This is an optimization exercise on Yosys and OpenROAD, whose aim is small area and a short achievable clock period, not a production implementation.
The RTL was checked by simulation tests, not by an equivalence proof against the original design.
Power is estimated from default activity; no workload was simulated.

==> design.v <==
module jss_lane #(
  parameter int VAL_W = 40,
  parameter int KW    = 4,
  parameter int IDX   = 0
)(
  input  logic [VAL_W-1:0] prev,
  input  logic [VAL_W-1:0] cur,
  input  logic [3:0]       d,
  input  logic [KW-1:0]    cnt,
  output logic [VAL_W-1:0] nxt
);
  logic [VAL_W-1:0] cand;
  always_comb begin
    cand = (prev << 3) + (prev << 1) + VAL_W'(d);
    nxt  = (cnt >= KW'(IDX) && cand > cur) ? cand : cur;
  end
endmodule
module joltage_select_sum #(
  parameter int MAX_K = 12,
  parameter int VAL_W = 40,
  parameter int SUM_W = 64,
  parameter int CNT_W = 32,
  localparam int KW   = $clog2(MAX_K+1)
)(
  input  logic             clk,
  input  logic             rst_n,
  input  logic [KW-1:0]    k_sel,
  input  logic [3:0]       in_digit,
  input  logic             in_last,
  input  logic             in_valid,
  output logic             in_ready,
  input  logic             sum_clr,
  output logic             line_valid,
  output logic [VAL_W-1:0] line_value,
  output logic             line_short,
  output logic [SUM_W-1:0] sum_out,
  output logic [CNT_W-1:0] lines_done,
  output logic [2:0]       error
);
  localparam int EW = ((SUM_W > VAL_W) ? SUM_W : VAL_W) + 1;
  typedef enum logic {RUN, FINAL} state_t;
  state_t state, state_nxt;
  logic [MAX_K-1:0][VAL_W-1:0] best_q, best_nxt, prev_v;
  logic [KW-1:0]    cnt, k_r;
  logic             live, in_line;
  logic             acc, fin, dig_ok, k_ok, short_l;
  logic [VAL_W-1:0] sel_val;
  logic [EW-1:0]    add_w;
  logic [2:0]       err_set;
  assign prev_v = {best_q[MAX_K-2:0], VAL_W'(0)};
  for (genvar i = 0; i < MAX_K; i++) begin : g_lane
    jss_lane #(.VAL_W(VAL_W), .KW(KW), .IDX(i)) u_lane (
      .prev (prev_v[i]),
      .cur  (best_q[i]),
      .d    (in_digit),
      .cnt  (cnt),
      .nxt  (best_nxt[i])
    );
  end
  assign in_ready = live && (state == RUN);
  assign acc      = in_valid && in_ready;
  assign fin      = (state == FINAL);
  assign dig_ok   = (in_digit <= 4'd9);
  assign k_ok     = (k_sel != '0) && (k_sel <= KW'(MAX_K));
  assign short_l  = (cnt < k_r);
  always_comb begin
    sel_val = '0;
    for (int i = 0; i < MAX_K; i++)
      if (k_r == KW'(i+1)) sel_val = best_q[i];
  end
  assign line_valid = fin;
  assign line_short = fin && short_l;
  assign line_value = (fin && !short_l) ? sel_val : '0;
  assign add_w   = EW'(sum_out) + EW'(line_value);
  assign err_set = {fin && !short_l && (|add_w[EW-1:SUM_W]),
                    (fin && short_l) || (acc && !in_line && !k_ok),
                    acc && !dig_ok};
  always_ff @(posedge clk or negedge rst_n)
    if (!rst_n) state <= RUN;
    else        state <= state_nxt;
  always_comb begin
    state_nxt = state;
    case (state)
      RUN:     if (acc && in_last) state_nxt = FINAL;
      FINAL:   state_nxt = RUN;
      default: state_nxt = RUN;
    endcase
  end
  always_ff @(posedge clk or negedge rst_n) begin
    if (!rst_n) begin
      live    <= 1'b0;
      in_line <= 1'b0;
      best_q  <= '0;
      cnt     <= '0;
      k_r     <= '0;
    end else begin
      live <= 1'b1;
      if (acc) begin
        if (!in_line) k_r <= k_ok ? k_sel : KW'(MAX_K);
        in_line <= !in_last;
        if (dig_ok) begin
          best_q <= best_nxt;
          if (cnt != KW'(MAX_K)) cnt <= cnt + 1'b1;
        end
      end
      if (fin) begin
        best_q <= '0;
        cnt    <= '0;
      end
    end
  end
  always_ff @(posedge clk or negedge rst_n) begin
    if (!rst_n) begin
      sum_out    <= '0;
      lines_done <= '0;
      error      <= '0;
    end else if (sum_clr) begin
      sum_out    <= '0;
      lines_done <= '0;
      error      <= '0;
    end else begin
      error <= error | err_set;
      if (fin) lines_done <= lines_done + 1'b1;
      if (fin && !short_l) sum_out <= add_w[SUM_W-1:0];
    end
  end
endmodule
==> run.sh <==
#!/bin/bash
# synth_recipe.tcl (not shown) runs the flow's synth.tcl, then flattens the netlist and writes it again
# the make line also repeats each setting of config.mk as NAME=value (left out here)
make -C /OpenROAD-flow-scripts/flow DESIGN_CONFIG=/design/flow/config.mk WORK_HOME=/design/flow/orfs CLKGATE_MAP_FILE= SYNTH_SCRIPT=/design/flow/synth_recipe.tcl finish
==> config.mk <==
export PLATFORM = sky130hd
export DESIGN_NAME = joltage_select_sum
export DESIGN_NICKNAME = joltage_select_sum
export VERILOG_FILES = /design/flow/design.v
export SDC_FILE = /design/flow/constraint.sdc
export NUM_CORES = 4
export LEC_CHECK = 0
export CAP_MARGIN = 20
export CORE_MARGIN = 2
export CORE_UTILIZATION = 40
export SLEW_MARGIN = 20
==> constraint.sdc <==
create_clock -name core_clock -period 9.0 [get_ports {clk}]
set_input_delay 1.8000 -clock core_clock [delete_from_list [all_inputs] [get_ports {clk}]]
set_output_delay 1.8000 -clock core_clock [all_outputs]
set_load 0.01 [all_outputs]
==> impl_metrics.py <==
metrics = {
    "outcome": {
        "status": "finished clean",
    },
    "clock_tree": {
        "cts_root_buf": "clkbuf_16",
        "cts.clk_slew.worst_paths_ps": 60,
        "h-tree-depth": 2,
        "cts-buffers-inserted": 51,
        "cts_buffer_depth": 3,
        "tritoncts": "built",
        "cts.repair.resized": 0,
        "hold_buffers": 0,
        "worstSkewPairLatency_ps": 650,
        "post_cts_buffers": 0,
        "cts_sinks": 410,
    },
    "critical_path": {
        "crit_top_cell": "a21oi_1",
        "cpPeakStageDelay_ps": 710,
        "slowest_stage": "nor4_1",
        "arrival_ps": 8640,
        "crit_type": "in2reg",
        "cp_max_fo": 29,
        "cp_top_family": "compound AO/OA/AOI/OAI gates",
        "worstSetupEndpointType": "flop",
        "crit_path_start_kind": "input port",
        "critical_path_buf_inv_count": 4,
        "path_cells": "clkdlybuf4s50_1 > buf_4 > fa_1 > ha_1 > a21o_1 > a21oi_1 > o21bai_1 > a21oi_1 > a21oi_1 > o21ai_0 > a2111oi_0 > buf_4 > o22ai_1 > o21ai_0 > a21oi_1 > ha_1 > nand4_1 > nor4_1 > nand3_1 > o211ai_1 > a21oi_1 > nor4_2 > buf_4 > mux2_2",
        "worstPathRequired_ps": 9510,
    },
    "logic_synthesis": {
        "synthCells": 4981,
        "syn_area_um2": 43100,
        "synth_area_per_cell_um2": 8.66,
        "synth_seq_area_share_pct": 23.8,
        "ys_types": 83,
        "synth-async-reset-ratio_pct": 100,
        "ys_ff_latch": 410,
        "syn_nets": 5863,
        "synth_flop_cell": "dfrtp_1",
        "synth_edf_count": 0,
        "ys_warn_count": 13,
    },
    "grt": {
        "first_global_vias": 36000,
        "grt_use_met1_pct": 31.7,
        "grt_first_pass_wirelength_um": 206000,
        "antenna_found_initial": 2,
        "gr-usage-met2_pct": 39.5,
        "busiest_layer": "met2",
        "grtUsageTotal_pct": 23.2,
        "grt_max_degree": 163,
        "grtUsageMet3_pct": 2.12,
        "gr-total-overflow": 0,
    },
    "timing": {
        "max_freq_mhz": 123,
        "grt_setup_unrepaired": "false",
        "tns_ps": 0,
        "finalClockSkew_ps": 31.7,
        "period_needed_ps": 8130,
        "fin_worst_hold_slack_ps": 505,
        "maxSlewViolCount": 0,
        "setup_violations": 0,
        "finalHoldViolations": 0,
        "max_slew.worst_pin.slew_ps": 1030,
        "fin_crit_sh_pct": 90.4,
        "relSlewSlack_pct": 30.7,
    },
    "pwr": {
        "vdd_drop_max_mv": 0.161,
        "p_per_area_nw_per_um2": 135,
        "p_leak_nw": 24.7,
    },
    "route": {
        "firstDrtPassIters": 9,
        "drt_first_iter_violations": 2564,
        "viasPerCell": 5.64,
        "vias": 36900,
        "drc": 0,
        "routed_wirelength_um": 129000,
        "antenna_left": 0,
        "wire_per_inst_um": 19.8,
    },
    "layout": {
        "final_nets": 5968,
        "diodes": 0,
        "seqCellArea_um2": 10300,
        "fillers": 10500,
        "multi_input_area_um2": 30800,
        "drive_gt1_share_pct": 7.37,
        "areaGrowthSynthToFinish_pct": 11.9,
    },
    "flow_run": {
        "drv_cap": 0,
    },
    "place": {
        "gp_congestion": 0.934,
        "io_buffer_count": 154,
        "dp.final_hpwl_um": 101000,
    },
    "die": {
        "ioPinCount": 155,
        "std_cell_rows": 120,
        "initial_core_util_pct": 40.3,
        "die_area_um2": 110000,
        "core-area_um2": 107000,
        "die_w_um": 332,
        "die_height_um": 332,
    },
    "worst_hold_path": {
        "min_path_type": "reg2reg",
    },
}
==> registers in the layout, summed over array words and instances, names as in the netlist <==
register,count
error,3
state,1
live,1
cnt,4
best_q,300
in_line,1
sum_out,64
lines_done,32
k_r,4
==> stage by stage <==
step	total power, mW	worst slack, ps	cell area, um^2	utilization (%)	instances
after global routing	6.93	361	48300	45.1	6531
after floorplan	3.55	1920	43100	-	4981
after CTS	6.57	943	48300	45.1	6531
after detailed placement	4.22	304	46400	43.4	6436
after global placement	4.19	386	46400	43.4	6436
final	6.52	866	48300	45.1	6531
==> tightest hold or removal path: cells and delay by family, from the launching register on <==
kind             cells  cell delay (ps)
flip-flops           1              340
AND/OR/NAND/NOR      2              120
==> report_power, final <==
part | total (mW) | switching, mW | internal [mW]
combinational | 2.15 | 1.28 | 0.869
clock | 2.31 | 0.922 | 1.39
sequential | 2.07 | 0.148 | 1.92
total | 6.52 | 2.35 | 4.17
==> Yosys cell counts, drive strengths merged, types with 52 or more instances <==
library cell  count  area (um^2)
a21o            196         1470
a21oi           424         2140
clkbuf          136          512
dfrtp           410        10300
ha              846        10600
inv             425         1600
mux2            187         2110
nand2           329         1240
nand2b           52          325
nand3            87          435
nand4            85          532
nor2            442         1660
nor3             63          315
o21a             60          450
o21ai           246         1230
o31ai           103          778
xnor2           214         1870
xor2             92          806
==> cell usage in the layout, fill, tap and decap left out, drive strengths merged, types with 41 or more instances in the layout <==
master and instances:
inv 426, o31ai 103, dfrtp 410, o21a 60
ha 846, o21bai 41, nand4 85, clkdlybuf4s50 152
xnor2 214, nor2 442, clkbuf 73, a21oi 424
buf 46, mux2 187, o21ai 246, nand2b 52
nand3 87, xor2 92, nor2b 50, nand2 329
nor3 63, a21o 196
==> logic make-up after synthesis <==
kind of cell,count (synthesis),share of synthesized area [%]
AO/OA/AOI/OAI,1367,20.6
XOR/XNOR,306,6.21
adder cells (fa/ha/maj),869,25.6
buffers and inverters,575,5.01
flip-flops,410,23.8
multiplexers,215,5.56
other,1,0.00870
AND/OR/NAND/NOR,1238,13.2
==> path summary, 6_finish.rpt <==
| kind | from | end | slack (ps) | cells after the start |
|---|---|---|---|---|
| setup / recovery | in_digit[3] | best_q[309] | 870 | 24 |
| setup reg to reg | k_r[3] | sum_out[62] | 1950 | 24 |
| hold reg to reg | in_line | in_line | 510 | 2 |
| hold / removal | in_line | in_line | 510 | 2 |
| max in group asynchronous | rst_n | state | 6470 | 2 |
| min in group asynchronous | rst_n | best_q[354] | 1130 | 1 |
==> layout make-up <==
cell class / instances / share of cell area (%)
Sequential cell: 410 / 21.3
Inverter: 429 / 3.34
Multi-Input combinational cell: 3996 / 63.9
Tap cell: 1403 / 3.64
Clock inverter: 22 / 0.674
Clock buffer: 73 / 3.11
Timing Repair Buffer: 198 / 4.09
==> metal layers <==
metal	part of all wire, %	up-vias
met3	3.4	155
met2	47	692
met5	0.010	-
met1	47	17800
met4	2.3	2
li1	-	18300

==> afterwards: timing with drivers on the ports <==
In the flow no input, the clock included, has a driving cell. The finished layout below was timed again as built, in two steps. Step 1, drivers: a clkbuf_16 drives clk and a buf_2 each remaining input, both assumed. Step 2 also shifts input and output timing later by t, the mid clock arrival at the registers, as if the neighbouring blocks saw the same clock. Slacks: ideal / step 1 / step 2; pairs: ideal / step 1.
shift t [ns]: 0.700
slack for setup (ns): 0.866 / 0.911 / 0.211
hold WS [ns]: 0.505 / 0.505 / 0.505
worst setup path at the end: input to register
After both steps this run still meets setup and hold. The setup slack of this run moves by +0.045 ns with the drivers and by -0.655 ns with both steps.
